This design comes from an exercise in tuning for small area and a short achievable clock period on the open sky130 flow, not from production work.
In this exercise RTL edits were held to simulation tests only and were not proved equivalent to the original.

## run 1
// mdu_param
module mdu_param #(
    parameter int WIDTH       = 32,
    parameter int MULT_CYCLES = 5,
    parameter int DIV_CYCLES  = 10
) (
    input  logic             clk,
    input  logic             reset,
    input  logic             req,
    input  logic [WIDTH-1:0] in_a,
    input  logic [WIDTH-1:0] in_b,
    input  logic [3:0]       MDUOp,
    input  logic             start,
    output logic [WIDTH-1:0] data_hi,
    output logic [WIDTH-1:0] data_lo,
    output logic             busy
);
==> flow/config.mk <==
export PLATFORM = sky130hd
export DESIGN_NAME = mdu_param
export DESIGN_NICKNAME = mdu_param
export VERILOG_FILES = /design/flow/design.v
export SDC_FILE = /design/flow/constraint.sdc
export NUM_CORES = 4
export LEC_CHECK = 0
export ABC_AREA = 1
export CAP_MARGIN = 20
export CORE_MARGIN = 2
export CORE_UTILIZATION = 40
export SLEW_MARGIN = 60
==> flow/constraint.sdc <==
create_clock -name core_clock -period 90.0 [get_ports {clk}]
set_input_delay 18.0000 -clock core_clock [delete_from_list [all_inputs] [get_ports {clk}]]
set_output_delay 18.0000 -clock core_clock [all_outputs]
set_load 0.01 [all_outputs]
standard.sh (not shown) runs the stock make flow with config.mk's settings and CLKGATE_MAP_FILE= SYNTH_SCRIPT=/design/flow/synth_recipe.tcl, a recipe that flattens the netlist after the stock synthesis.
==> flow/flow/run.sh <==
#!/bin/bash
set -euo pipefail
export BUFFER_PORTS_ARGS="-buffer_cell sky130_fd_sc_hd__buf_1"
export CTS_ARGS='-sink_clustering_enable -repair_clock_nets -buf_list {sky130_fd_sc_hd__clkbuf_8 sky130_fd_sc_hd__clkbuf_16} -dont_use_dummy_load'
bash standard.sh > standard.log 2>&1
Input changes introduced in run 2 (baseline for comparison: run 1):
==> flow/flow/run.sh <==
#!/bin/bash
set -euo pipefail
export BUFFER_PORTS_ARGS="-buffer_cell sky130_fd_sc_hd__buf_1"
export CTS_ARGS='-sink_clustering_enable -repair_clock_nets -buf_list sky130_fd_sc_hd__clkbuf_8 -tree_buf sky130_fd_sc_hd__clkbuf_16 -dont_use_dummy_load'
bash standard.sh > standard.log 2>&1
--- outcome ---
- Per the comparison of run 2 with run 1, worst hold slack stayed essentially flat; first-pass detailed-route iteration total decreased by 1 relative to the old numbers.
- Going from run 1 to run 2, the final period demand of the worst path was found to have gone up by 0.061 ns.
- buf_4 as the slowest cell on the critical path was reported by run 1, and edfxtp_1 by run 2.
- Of the two values seen for critical path start-end classification, flop to primary output was produced by run 2 and input port to flop by run 1.
Input-level comparison between run 3 and run 2:
==> flow/flow/run.sh <==
#!/bin/bash
set -euo pipefail
export BUFFER_PORTS_ARGS="-buffer_cell sky130_fd_sc_hd__buf_1"
export CTS_ARGS='-sink_clustering_enable -repair_clock_nets -buf_list sky130_fd_sc_hd__clkbuf_16 -tree_buf sky130_fd_sc_hd__clkbuf_8 -dont_use_dummy_load'
bash standard.sh > standard.log 2>&1
Findings:
Die area: run 2 vs run 3, no meaningful difference. Layout overhead on the synthesized area: run 3 lower than run 2. Diff run 2..run 3 | met2 capacity usage during global routing | negligible. [compare] base=run 2 new=run 3: number of fill cells in the layout increased 16; total nets after synthesis essentially unchanged; actual slew at the worst max-slew pin decreased 0.057 ns; first-pass detailed-route iteration total decreased 1. | filler-free cell count of the finished design | run 2 vs run 3 | ≈ equal |. Via count: run 3 vs run 2, no meaningful difference. Run 3 has more setup slack than run 2.
Relative to run 3, the following input files were edited for run 4:
Settings: an added CTS_BUF_LIST of sky130_fd_sc_hd__clkbuf_8.
==> flow/run.sh (new file) <==
#!/bin/bash
# synth_recipe.tcl (not shown) runs the flow's synth.tcl, then flattens the netlist and writes it again
# the make line also repeats each setting of config.mk as NAME=value (left out here)
make -C /OpenROAD-flow-scripts/flow DESIGN_CONFIG=/design/flow/config.mk WORK_HOME=/design/flow/orfs CLKGATE_MAP_FILE= SYNTH_SCRIPT=/design/flow/synth_recipe.tcl finish
removed: flow/flow/run.sh
removed: flow/standard.sh
Share of the cycle needed by the critical path after routing (run 4 over run 3): increase, 0.35 points. Critical setup path kind: input port to flop -> run 3, flop to primary output -> run 4. Looking at run 3 and run 4, the final-stage net count is a wash. Comparing run 3 and run 4, the higher maximum net fanout on the critical path was measured on run 3.
diff inputs: run 4 => run 5
Settings: CTS_BUF_LIST removed (was sky130_fd_sc_hd__clkbuf_8).
==> flow/flow/run.sh (new file) <==
#!/bin/bash
set -euo pipefail
export BUFFER_PORTS_ARGS="-buffer_cell sky130_fd_sc_hd__buf_1"
export CTS_ARGS="-sink_clustering_enable -repair_clock_nets -buf_list sky130_fd_sc_hd__clkbuf_8 -sink_buffer_max_cap_derate 0.3 -dont_use_dummy_load"
bash standard.sh > standard.log 2>&1
==> flow/standard.sh (new file) <==
#!/bin/bash
# synth_recipe.tcl (not shown) runs the flow's synth.tcl, then flattens the netlist and writes it again
# the make line also repeats each setting of config.mk as NAME=value (left out here)
make -C /OpenROAD-flow-scripts/flow DESIGN_CONFIG=/design/flow/config.mk WORK_HOME=/design/flow/orfs CLKGATE_MAP_FILE= SYNTH_SCRIPT=/design/flow/synth_recipe.tcl "${@:-finish}"
removed: flow/run.sh
--- outcome ---
- Comparing top achievable clock speed for run 5 and run 4, the smaller number came from run 4.
- Run 5 vs run 4, cell with the largest stage delay on the worst path: edfxtp_1 vs clkdlybuf4s50_1
- Between run 4 and run 5, the global-route congestion overflow total does not differ in any meaningful way.
- Cmp run 5 vs run 4: number of global-route vias before repair lower in run 5
- First-pass GRT wire length ended up 1.7% lower on run 5 than on run 4.
- Looking at final standard cell area without fillers, run 5 sits about 5% lower than run 4 does.
- Going from run 4 to run 5, weighted congestion reported at the end of routability-driven placement went down about 3%.
- Looking at worst setup slack across both flows, run 5 is the stronger of the two, with run 4 trailing.


The RTL this note starts from:
==> flow/design.v <==
module mdu_param #(
    parameter int WIDTH       = 32,
    parameter int MULT_CYCLES = 5,
    parameter int DIV_CYCLES  = 10
) (
    input  logic             clk,
    input  logic             reset,
    input  logic             req,
    input  logic [WIDTH-1:0] in_a,
    input  logic [WIDTH-1:0] in_b,
    input  logic [3:0]       MDUOp,
    input  logic             start,
    output logic [WIDTH-1:0] data_hi,
    output logic [WIDTH-1:0] data_lo,
    output logic             busy
);
    localparam int UW = 36;    
    localparam int NU = 4;     
    localparam logic [3:0] OP_MULT  = 4'd1;
    localparam logic [3:0] OP_MULTU = 4'd2;
    localparam logic [3:0] OP_DIV   = 4'd3;
    localparam logic [3:0] OP_DIVU  = 4'd4;
    localparam logic [3:0] OP_MTHI  = 4'd7;
    localparam logic [3:0] OP_MTLO  = 4'd8;
    localparam logic [3:0] OP_MADD  = 4'd9;
    localparam logic [3:0] OP_MADDU = 4'd10;
    localparam logic [3:0] OP_MSUB  = 4'd11;
    localparam logic [3:0] OP_MSUBU = 4'd12;
    logic [31:0]   hi_q, lo_q;
    logic [3:0]    cnt_q;
    logic          busy_q;
    logic          div_q;      
    logic          sgn_q;      
    logic          msub_q;     
    logic          accum_q;    
    logic          nega_q;     
    logic          negq_q;     
    logic          negb_q;     
    logic [33:0]   a_q;        
    logic [31:0]   q_q;        
    logic          qm1_q;      
    logic [34:0]   acc_q;      
    logic          zero0_q;    
    assign data_hi = hi_q;
    assign data_lo = lo_q;
    assign busy    = busy_q;
    logic op_long, op_div, op_sgn, op_msub, op_accum;
    always_comb begin
        op_long  = 1'b0;
        op_div   = 1'b0;
        op_sgn   = 1'b0;
        op_msub  = 1'b0;
        op_accum = 1'b0;
        case (MDUOp)
            OP_MULT:  begin op_long = 1'b1; op_sgn = 1'b1; end
            OP_MULTU: begin op_long = 1'b1; end
            OP_DIV:   begin op_long = 1'b1; op_div = 1'b1; op_sgn = 1'b1; end
            OP_DIVU:  begin op_long = 1'b1; op_div = 1'b1; end
            OP_MADD:  begin op_long = 1'b1; op_sgn = 1'b1; op_accum = 1'b1; end
            OP_MADDU: begin op_long = 1'b1; op_accum = 1'b1; end
            OP_MSUB:  begin op_long = 1'b1; op_sgn = 1'b1; op_accum = 1'b1; op_msub = 1'b1; end
            OP_MSUBU: begin op_long = 1'b1; op_accum = 1'b1; op_msub = 1'b1; end
            default:  ;
        endcase
    end
    logic accept;
    assign accept = start & op_long & ~busy_q & ~req;
    logic d_first_q;    
    logic d_step_q;     
    logic d_last_q;     
    logic m_last_q;     
    logic negctl_q;     
    logic last;
    logic d_first, d_step, d_last, m_last;
    assign d_first = d_first_q;
    assign d_step  = d_step_q;
    assign d_last  = d_last_q;
    assign m_last  = m_last_q;
    assign last    = d_last_q | m_last_q;
    logic        negctl;
    logic [31:0] q_neg;
    logic [31:0] q_or;      
    assign negctl = negctl_q;
    always_comb begin
        q_or[0] = 1'b0;
        for (int i = 1; i < 32; i++) q_or[i] = q_or[i-1] | q_q[i-1];
    end
    assign q_neg = q_q ^ ({32{negctl}} & q_or);
    function automatic logic [UW-1:0] add_pp(input logic [UW-1:0] x, input logic [UW-1:0] y,
                                            input logic ci);
        logic [UW:0] g, p, gn, pn;
        logic [UW-1:0] h;
        g[0] = ci;
        p[0] = 1'b0;
        for (int i = 0; i < UW; i++) begin
            g[i+1] = x[i] & y[i];
            p[i+1] = x[i] ^ y[i];
            h[i]   = x[i] ^ y[i];
        end
        for (int d = 1; d <= UW; d = d * 2) begin
            gn = g;
            pn = p;
            for (int k = 0; k <= UW; k++) begin
                if ((k & d) != 0) begin
                    gn[k] = g[k] | (p[k] & g[(k / d) * d - 1]);
                    pn[k] = p[k] & p[(k / d) * d - 1];
                end
            end
            g = gn;
            p = pn;
        end
        for (int i = 0; i < UW; i++) add_pp[i] = h[i] ^ g[i];
    endfunction
    logic [UW-1:0] ux   [NU];
    logic [UW-1:0] uy   [NU];
    logic          ucin [NU];
    logic [UW-1:0] us   [NU];
    logic          uacc [NU];    
    logic [32:0]   urem [NU];    
    logic          b_one [NU], b_two [NU], b_neg [NU], b_hi [NU];
    always_comb begin
        for (int k = 0; k < NU; k++) begin
            logic b1, b0, bm;
            b1 = q_q[2*k+1];
            b0 = q_q[2*k];
            bm = (k == 0) ? qm1_q : q_q[2*k-1];
            if (k == 0 && m_last) begin
                b1 = sgn_q & qm1_q;
                b0 = sgn_q & qm1_q;
            end
            b_one[k] = b0 ^ bm;
            b_two[k] = (b1 & ~b0 & ~bm) | (~b1 & b0 & bm);
            b_neg[k] = b1 ^ msub_q;
            b_hi[k]  = 1'b0;
            if (m_last && k != 0) begin
                b_one[k] = 1'b0;
                b_two[k] = 1'b0;
                b_neg[k] = 1'b0;
                b_hi[k]  = (k == 1) & accum_q;
            end
            if (div_q) begin
                b_one[k] = ~d_last | ((k == 0) & (acc_q[34] ^ nega_q));
                b_two[k] = 1'b0;
                b_neg[k] = d_first ? ~negb_q : (d_last & (k == 0) & acc_q[34] & ~nega_q);
            end
        end
    end
    always_comb begin
        for (int k = 0; k < NU; k++) begin
            if (k == 0) begin
                if (d_step)
                    ux[k] = {{(UW-34){acc_q[32]}}, acc_q[32:0], q_q[31] ^ nega_q};
                else
                    ux[k] = zero0_q ? '0 : {{(UW-35){acc_q[34]}}, acc_q};
            end else begin
                if (d_step)
                    ux[k] = {{(UW-34){urem[k-1][32]}}, urem[k-1], q_q[31-k] ^ nega_q};
                else
                    ux[k] = {{2{us[k-1][UW-1]}}, us[k-1][UW-1:2]};
            end
            if (d_step)
                ucin[k] = (k == 0) ? acc_q[34] : us[k-1][UW-1];
            else
                ucin[k] = b_neg[k] | ((k == 0) & d_last & nega_q);
            for (int i = 0; i < UW; i++) begin
                logic a1, a2;
                a1 = a_q[(i > 33) ? 33 : i];
                a2 = (i == 0) ? 1'b0 : a_q[(i - 1 > 33) ? 33 : i - 1];
                uy[k][i] = ((b_one[k] & a1) | (b_two[k] & a2)) ^ (d_step ? ucin[k] : b_neg[k]);
                if (i < 30) uy[k][i] = uy[k][i] | (b_hi[k] & hi_q[i+2]);
            end
            us[k] = add_pp(ux[k], uy[k], ucin[k]);
            if (k != 0) us[k][UW-1] = us[k][UW-2];
            uacc[k] = us[k][UW-1] ^ ~nega_q;
            urem[k] = us[k][32:0];
        end
    end
    logic        commit;
    logic        bzero;
    assign bzero  = (a_q == 34'd0);
    assign commit = last & ~(div_q & bzero);
    logic wr_hi, wr_lo;
    assign wr_hi = ~busy_q & ~req & (MDUOp == OP_MTHI);
    assign wr_lo = ~busy_q & ~req & (MDUOp == OP_MTLO);
    always_ff @(posedge clk) begin
        if (reset) begin
            cnt_q     <= 4'd0;
            busy_q    <= 1'b0;
            d_first_q <= 1'b0;
            d_step_q  <= 1'b0;
            d_last_q  <= 1'b0;
            m_last_q  <= 1'b0;
        end else begin
            d_first_q <= accept & op_div;
            d_step_q  <= busy_q & div_q & (cnt_q >= 4'd3);
            d_last_q  <= busy_q & div_q & (cnt_q == 4'd2);
            m_last_q  <= busy_q & ~div_q & (cnt_q == 4'd2);
            if (busy_q) begin
                cnt_q  <= cnt_q - 4'd1;
                busy_q <= (cnt_q != 4'd1);
            end else if (accept) begin
                cnt_q  <= op_div ? 4'd10 : 4'd5;
                busy_q <= 1'b1;
            end
        end
    end
    logic        ld_hi, ld_lo, ld_r, keep_hi, keep_lo;
    logic [31:0] hi_d, lo_d;
    assign ld_hi   = ~reset & wr_hi;
    assign ld_lo   = ~reset & wr_lo;
    assign ld_r    = ~reset & commit;
    assign keep_hi = ~reset & ~wr_hi & ~commit;
    assign keep_lo = ~reset & ~wr_lo & ~commit;
    assign hi_d = ({32{ld_hi}} & in_a) | ({32{ld_r}} & {us[1][29:0], us[0][1:0]}) | ({32{keep_hi}} & hi_q);
    assign lo_d = ({32{ld_lo}} & in_a) | ({32{ld_r}} & q_neg) | ({32{keep_lo}} & lo_q);
    always_ff @(posedge clk) begin
        hi_q <= hi_d;
        lo_q <= lo_d;
    end
    always_ff @(posedge clk) begin
        if (~busy_q) begin
            div_q    <= ~MDUOp[3] & (MDUOp[2] | (MDUOp[1] & MDUOp[0]));
            sgn_q    <= MDUOp[0];
            msub_q   <= MDUOp[3] & (MDUOp[2] | (MDUOp[1] & MDUOp[0]));
            accum_q  <= MDUOp[3];
            nega_q   <= (MDUOp == OP_DIV) & in_a[31];
            negb_q   <= (MDUOp == OP_DIV) & in_b[31];
            negq_q   <= (MDUOp == OP_DIV) & (in_a[31] ^ in_b[31]);
            negctl_q <= (MDUOp == OP_DIV) & in_a[31];
            a_q      <= {{2{MDUOp[0] & in_b[31]}}, in_b};
            q_q      <= in_a;
            qm1_q    <= 1'b0;
            acc_q    <= {1'b0, hi_q[1:0], lo_q};
            zero0_q  <= ~MDUOp[3];
        end else begin
            negctl_q <= negq_q;
            zero0_q  <= 1'b0;
            if (div_q) begin
                if (d_first) begin
                    a_q   <= us[0][33:0];
                    q_q   <= q_neg;
                    acc_q <= {35{nega_q}};
                end else begin
                    q_q   <= {q_q[27:0], uacc[0], uacc[1], uacc[2], uacc[3]};
                    acc_q <= {{2{urem[3][32]}}, urem[3]};
                end
            end else begin
                q_q   <= {us[3][1:0], us[2][1:0], us[1][1:0], us[0][1:0], q_q[31:8]};
                qm1_q <= q_q[7];
                acc_q <= {us[3][UW-1], us[3][UW-1:2]};
            end
        end
    end
endmodule
clock: 90.0 ns
lec_check: 0
abc_area: 1
cap_margin: 20
core_margin: 2
core_utilization: 60
place_density: 0.75
slew_margin: 60
==> flow/flow/run.sh <==
#!/bin/bash
set -euo pipefail
export BUFFER_PORTS_ARGS="-buffer_cell sky130_fd_sc_hd__buf_1"
export CTS_ARGS='-sink_clustering_enable -repair_clock_nets -buf_list sky130_fd_sc_hd__clkbuf_8 -tree_buf sky130_fd_sc_hd__clkbuf_16 -dont_use_dummy_load'
bash standard.sh > standard.log 2>&1
Then changed:
==> flow/flow/run.sh (replaced) <==
#!/bin/bash
set -euo pipefail
export BUFFER_PORTS_ARGS="-buffer_cell sky130_fd_sc_hd__buf_1"
export CTS_ARGS='-sink_clustering_enable -repair_clock_nets -buf_list sky130_fd_sc_hd__clkbuf_8 -tree_buf sky130_fd_sc_hd__clkbuf_16 -sink_clustering_levels 1 -dont_use_dummy_load'
bash standard.sh > standard.log 2>&1
CORE_UTILIZATION = 40   (was 60)
PLACE_DENSITY = not set   (was 0.75)
Result: Wire length came out higher by 8.4%. Count of clock-buffer cells in the layout stays the same. Final area grows by about 1.4%. Die area rose by about 50%. Sequential cell count stays the same. Cell count rose by 6.7%. Non-clock buffer count goes up by 3.
Then changed:
==> flow/flow/run.sh (replaced) <==
#!/bin/bash
set -euo pipefail
export BUFFER_PORTS_ARGS="-buffer_cell sky130_fd_sc_hd__buf_1"
export CTS_ARGS="-sink_clustering_enable -repair_clock_nets -buf_list sky130_fd_sc_hd__clkbuf_8 -sink_buffer_max_cap_derate 0.5 -dont_use_dummy_load"
bash standard.sh > standard.log 2>&1
Die area does not change.
Setup slack is worse by 87 ps.
Utilization shrinks by 0.46 points.
Worst hold slack is better by 8.6 ps.
Wire length hardly moves.
Area after synthesis does not change.
Then changed:
CORE_UTILIZATION = 60   (was 40)
PLACE_DENSITY = 0.75   (was not set)
Result: Area after synthesis does not change. Via count rises by 3.9%. Wire length falls by about 8%. Critical path depth stays the same. Worst setup slack hardly moves. Count of clock-buffer cells in the layout does not change. Fmax stays flat. Final cell count falls by 6.3%.
Then changed:
==> flow/flow/run.sh (replaced) <==
#!/bin/bash
set -euo pipefail
export BUFFER_PORTS_ARGS="-buffer_cell sky130_fd_sc_hd__buf_1"
export CTS_ARGS='-sink_clustering_enable -repair_clock_nets -buf_list sky130_fd_sc_hd__clkbuf_16 -sink_clustering_size 30 -sink_clustering_max_diameter 100 -dont_use_dummy_load'
bash standard.sh > standard.log 2>&1
CORE_UTILIZATION = 40   (was 60)
PLACE_DENSITY = not set   (was 0.75)
Outcome:
- area after synthesis stays the same
- setup slack degrades by 26 ps
- utilization is lower by 21 points
- global-route usage fell by 11 points
- final cell count went up by about 7%
- critical path depth is unchanged
- routed wire length went up by about 9%
- clock-buffer cell count is unchanged
- register-to-register slack gets better by 20 ps

## afterwards: timing with drivers on the ports
The results above use ideal ports. As a check the final layouts listed here were re-extracted and re-timed, cells and wires unchanged.
Step 1 sets driving cells, clkbuf_16 on the clock port and buf_2 on the other inputs (assumed; they add their load-dependent delay and slew).
Step 2 moves the port delays by t, midway between the first and last clock arrival at a register: inputs arrive t later, outputs are due t later. That takes back most of the time a late clock gives input paths.
Three values: ideal, step 1, step 2; two values: the first two.
run	t, ns	slack for setup (ns)	worst setup path after step 2	latest minus earliest clock arrival (ns)
run 1	0.538	70.654 / 70.672 / 70.152	input to register	0.030 / 0.029
run 2	0.674	70.593 / 70.539 / 70.157	input to register	0.031 / 0.031
run 3	0.507	70.599 / 70.637 / 70.130	input to register	0.054 / 0.054
run 4	0.595	70.280 / 70.223 / 70.196	input to register	0.029 / 0.029
run 5	0.615	70.642 / 70.587 / 70.134	input to register	0.056 / 0.055
the first run of note 2	0.618	70.667 / 70.671 / 70.078	input to register	0.031 / 0.030
the second run of note 2	0.683	70.687 / 70.635 / 70.040	input to register	0.028 / 0.029
the third run of note 2	0.613	70.600 / 70.627 / 70.014	input to register	0.048 / 0.049
the fourth run of note 2	0.544	70.598 / 70.626 / 70.082	input to register	0.039 / 0.038
the fifth run of note 2	0.549	70.571 / 70.599 / 70.050	input to register	0.030 / 0.030
After both steps setup and hold are still met in every run listed. For the second run of note 2, which loses most, drivers alone change the setup slack by -0.052 ns; drivers and shift together by -0.647 ns.
